Context: an optimization exercise on an open-source flow, tuned for small area and a short achievable clock period. The choices shown serve that exercise and are no tape-out recipe. Function was checked by simulation only, so behaviour that the tests miss may differ from the original. No activity file was given, so power comes from the tool's default toggle rates.

== old ==
// data_mem_responder
module data_mem_responder (
    input  logic        Clock,
    input  logic        ResetN,
    input  logic        MemRead,
    input  logic        MemWrite,
    input  logic [15:0] Address,
    input  logic [15:0] WriteData,
    output logic [15:0] ReadData,
    output logic        Ready,
    output logic        Error,
    output logic [1:0]  fsm_state
);
clock: 5.0 ns
lec_check: 0
cap_margin: 20
core_margin: 2
core_utilization: 60
cts_buf_list: sky130_fd_sc_hd__clkbuf_8
cts_cluster_size: 20
place_density: 0.7
slew_margin: 20
run.sh (not shown) runs the stock make flow with config.mk's settings and CLKGATE_MAP_FILE= SYNTH_SCRIPT=/design/flow/synth_recipe.tcl, a recipe that flattens the netlist after the stock synthesis.
What new does differently from old at the input level:
# old
export LEC_CHECK = 0
export CAP_MARGIN = 20
export CORE_MARGIN = 2
export CORE_UTILIZATION = 60
export CTS_BUF_LIST = sky130_fd_sc_hd__clkbuf_8
export CTS_CLUSTER_SIZE = 20
export PLACE_DENSITY = 0.7
export SLEW_MARGIN = 20
create_clock -name core_clock -period 5.0 [get_ports {Clock}]
# new
export LEC_CHECK = 0
export CAP_MARGIN = 20
export CORE_MARGIN = 2
export CORE_UTILIZATION = 60
export CTS_BUF_LIST = sky130_fd_sc_hd__clkbuf_16
export CTS_CLUSTER_DIAMETER = 60
export CTS_CLUSTER_SIZE = 25
export PLACE_DENSITY = 0.7
export SETUP_SLACK_MARGIN = 2.6
export SLEW_MARGIN = 20
create_clock -name core_clock -period 5.0 [get_ports {Clock}]
Findings:
- new vs. old: cell area lost 1.6%, minimum clock period after layout now sits lower, final worst setup slack rose by 1.02 ns.
- old ended up with st0 as its first element of the critical path; new ended up with err_q.
- Multi-input gate share of total cell area: new vs old up 1.5 points
- The final clock period utilization by the worst path number comes out higher for old vs new.

data_mem_responder, a different RTL version from the one above (not shown whole).
Size: ~4300 flip-flops, about 56 I/O pins, about 0.16 mm2 of cells after synthesis.
## data_mem_responder
module data_mem_responder (
    input  logic        Clock,
    input  logic        ResetN,
    input  logic        MemRead,
    input  logic        MemWrite,
    input  logic [15:0] Address,
    input  logic [15:0] WriteData,
    output logic [15:0] ReadData,
    output logic        Ready,
    output logic        Error,
    output logic [1:0]  fsm_state
);
export LEC_CHECK = 0
export CAP_MARGIN = 20
export CORE_MARGIN = 2
export CORE_UTILIZATION = 65
export PLACE_DENSITY = 0.75
export SETUP_SLACK_MARGIN = 2.55
export SLEW_MARGIN = 20
create_clock -name core_clock -period 5.0 [get_ports {Clock}]
standard.sh (not shown) runs the stock make flow with config.mk's settings and CLKGATE_MAP_FILE= SYNTH_SCRIPT=/design/flow/synth_recipe.tcl, a recipe that flattens the netlist after the stock synthesis.
==> flow/flow/run.sh <==
#!/bin/bash
# Standard ORFS layout, except that clock tree synthesis builds larger sink clusters from
# clkbuf_16 and inserts no dummy loads. Each tool's full output goes to its own log here;
# ORFS also keeps its per-step logs under orfs/logs/.
set -euo pipefail
export CTS_ARGS="-sink_clustering_enable -repair_clock_nets -dont_use_dummy_load -buf_list sky130_fd_sc_hd__clkbuf_16 -sink_clustering_size 28 -sink_clustering_max_diameter 80"
bash standard.sh finish > make_finish.log 2>&1
The starting point ran to the end with no violations.
Next try:
==> flow/run.sh (new file) <==
#!/bin/bash
# synth_recipe.tcl (not shown) runs the flow's synth.tcl, then flattens the netlist and writes it again
# the make line also repeats each setting of config.mk as NAME=value (left out here)
make -C /OpenROAD-flow-scripts/flow DESIGN_CONFIG=/design/flow/config.mk WORK_HOME=/design/flow/orfs CLKGATE_MAP_FILE= SYNTH_SCRIPT=/design/flow/synth_recipe.tcl finish
- CTS_BUF_LIST: default -> sky130_fd_sc_hd__clkbuf_16
- CTS_CLUSTER_DIAMETER: default -> 80
- CTS_CLUSTER_SIZE: default -> 28
removed: flow/flow/run.sh
removed: flow/standard.sh
The changed run passed the timing, design-rule and antenna checks.
Worst hold slack is worse by 0.052 ns.
Utilization rises by 0.23 points.
Routed wire length hardly moves.
Setup slack is worse by 0.048 ns.
Die area is unchanged.
Sequential power stays flat.
Flip-flop and latch count is unchanged.
Synthesized cell count stays the same.

the reference run:
data_mem_responder, a different RTL version from the one above (not shown whole).
For scale: ~56 I/O pins.
## data_mem_responder
module data_mem_responder (
    input  logic        Clock,
    input  logic        ResetN,
    input  logic        MemRead,
    input  logic        MemWrite,
    input  logic [15:0] Address,
    input  logic [15:0] WriteData,
    output logic [15:0] ReadData,
    output logic        Ready,
    output logic        Error,
    output logic [1:0]  fsm_state
);
clock: 5.0 ns
lec_check: 0
cap_margin: 20
core_margin: 2
core_utilization: 65
cts_buf_list: sky130_fd_sc_hd__clkbuf_16
cts_cluster_diameter: 80
cts_cluster_size: 28
place_density: 0.75
setup_slack_margin: 2.7
slew_margin: 20
synth_hierarchical: 1
synth_minimum_keep_size: 0
run.sh (not shown) runs the stock make flow with config.mk's settings and CLKGATE_MAP_FILE= SYNTH_SCRIPT=/design/flow/synth_recipe.tcl, a recipe that flattens the netlist after the stock synthesis.
Stock flow here: none of the scripts above is used.
What the trial run does differently from the reference run at the input level:
Settings: a change of CORE_UTILIZATION from 65 to 70; a change of SETUP_SLACK_MARGIN from 2.7 to 2.55; a change of PLACE_DENSITY from 0.75 to 0.8.
Results
The trial run went all the way through the flow, and no timing, DRC or antenna check failed.
The trial run: y dimension of the die 3.6% below the reference run
As of the trial run, number of rows in the core area had fallen by a few percent compared to the reference run.
The trial run consumes less power than the reference run does.
Sort the reference run and the trial run by horizontal die dimension desc -> top: the reference run
[diff] internal power, the trial run relative to the reference run: improvement
Power attributed to the clock group improves in the trial run relative to the reference run.
Worst path setup slack after routing for the trial run: 0.012 ns down relative to the reference run
Per the comparison of the trial run with the reference run, sequential share of cell area higher, design area decreased by about 3.7% relative to the old numbers, number of post-CTS setup repair buffers down 96.

== north ==
data_mem_responder, a different RTL version from the one above (not shown whole).
Size in the first run: ~14,000 cells after synthesis, about 4,300 flip-flops, ~0.16 sq mm of cells after synthesis.
Settings: LEC_CHECK=0, CAP_MARGIN=20, CORE_MARGIN=2, CORE_UTILIZATION=65, CTS_BUF_LIST=sky130_fd_sc_hd__clkbuf_16, CTS_CLUSTER_DIAMETER=70, CTS_CLUSTER_SIZE=28, PLACE_DENSITY=0.75, SETUP_SLACK_MARGIN=2.55, SLEW_MARGIN=20, SYNTH_HIERARCHICAL=1, SYNTH_MINIMUM_KEEP_SIZE=0; clock period 5.0 ns.
Edits applied to the flow inputs when going from north to south:
Settings: CTS_CLUSTER_DIAMETER changed from 70 to 80; PLACE_DENSITY changed from 0.75 to 0.8; CORE_UTILIZATION changed from 65 to 70.
[summary]
Re clock-buffer cell count: south and north aren't equal, and the higher value belongs to north.
south | status: complete | timing, DRC, antenna: pass
south vs north, proportion of cell area occupied by registers went up by 0.42 points.
Relative to north, total track usage increased by 2.2 points in south.
Well-tap cell count (south vs. north) decreases by a little under 10%
In the final reports, the cell area of south is smaller than that of north.
Setup slack for south: 18 ps up relative to north
#### Input delta (east over south)
Settings: swapping 70 for 65 in CORE_UTILIZATION; swapping 0.8 for 0.75 in PLACE_DENSITY.
==> comparison <==
east | status: complete | timing, DRC, antenna: pass
east ended up with more standard cells than south.
Comparing south with east, the post-route total power came out essentially unchanged.
Global routing usage on met3 was higher in the run labelled south.
Portion of total power attributed to the clock network was lower in south than in east.
Against south, east comes in 17% higher on initial antenna violation count.
east vs. south: proportion of cell area occupied by multi-input gates down 0.21 points, transition at the pin with the smallest max-transition slack up 7.4 ps, proportion of cell area occupied by registers down 0.19 points.

-- re-timing with driven ports --
The flow's constraints put no driver on any port. The routed layouts listed below were extracted and timed again, unchanged, in two steps. Step 1: set_driving_cell puts a clkbuf_16 on Clock and a buf_2 on each other input, an assumption about the parent block. Step 2 also shifts input and output timing later by t, the mid clock arrival at the registers, as if the neighbouring blocks saw the same clock. a / b / c = no drivers / after step 1 / after step 2; a / b = the first two.
| run | t (ns) | slack for setup (ns) | worst setup path after step 2 | latest minus earliest clock arrival (ns) | slew at the worst register clock pin (ns) |
|---|---|---|---|---|---|
| old | 1.304 | 1.397 / 1.293 / 1.437 | register to register | 0.067 / 0.067 | 0.07 / 0.07 |
| new | 1.052 | 2.415 / 2.309 / 2.017 | input to register | 0.067 / 0.066 | 0.10 / 0.10 |
| the first run of note 2 | 0.948 | 2.267 / 2.267 / 2.024 | input to register | 0.081 / 0.081 | 0.11 / 0.11 |
| the second run of note 2 | 0.978 | 2.219 / 2.219 / 2.034 | input to register | 0.040 / 0.041 | 0.11 / 0.11 |
| the reference run | 0.977 | 2.399 / 2.352 / 1.735 | input to register | 0.037 / 0.038 | 0.11 / 0.11 |
| the trial run | 0.965 | 2.387 / 2.358 / 1.824 | input to register | 0.044 / 0.044 | 0.11 / 0.11 |
| north | 0.991 | 2.407 / 2.322 / 1.780 | input to register | 0.048 / 0.048 | 0.11 / 0.11 |
| south | 0.986 | 2.425 / 2.329 / 1.973 | input to register | 0.055 / 0.054 | 0.11 / 0.11 |
| east | 0.970 | 2.433 / 2.346 / 1.772 | input to register | 0.039 / 0.039 | 0.12 / 0.12 |
After both steps every run listed still meets setup and hold. The setup slack of the reference run, which loses most, moves by -0.047 ns with the drivers and by -0.664 ns with both steps.
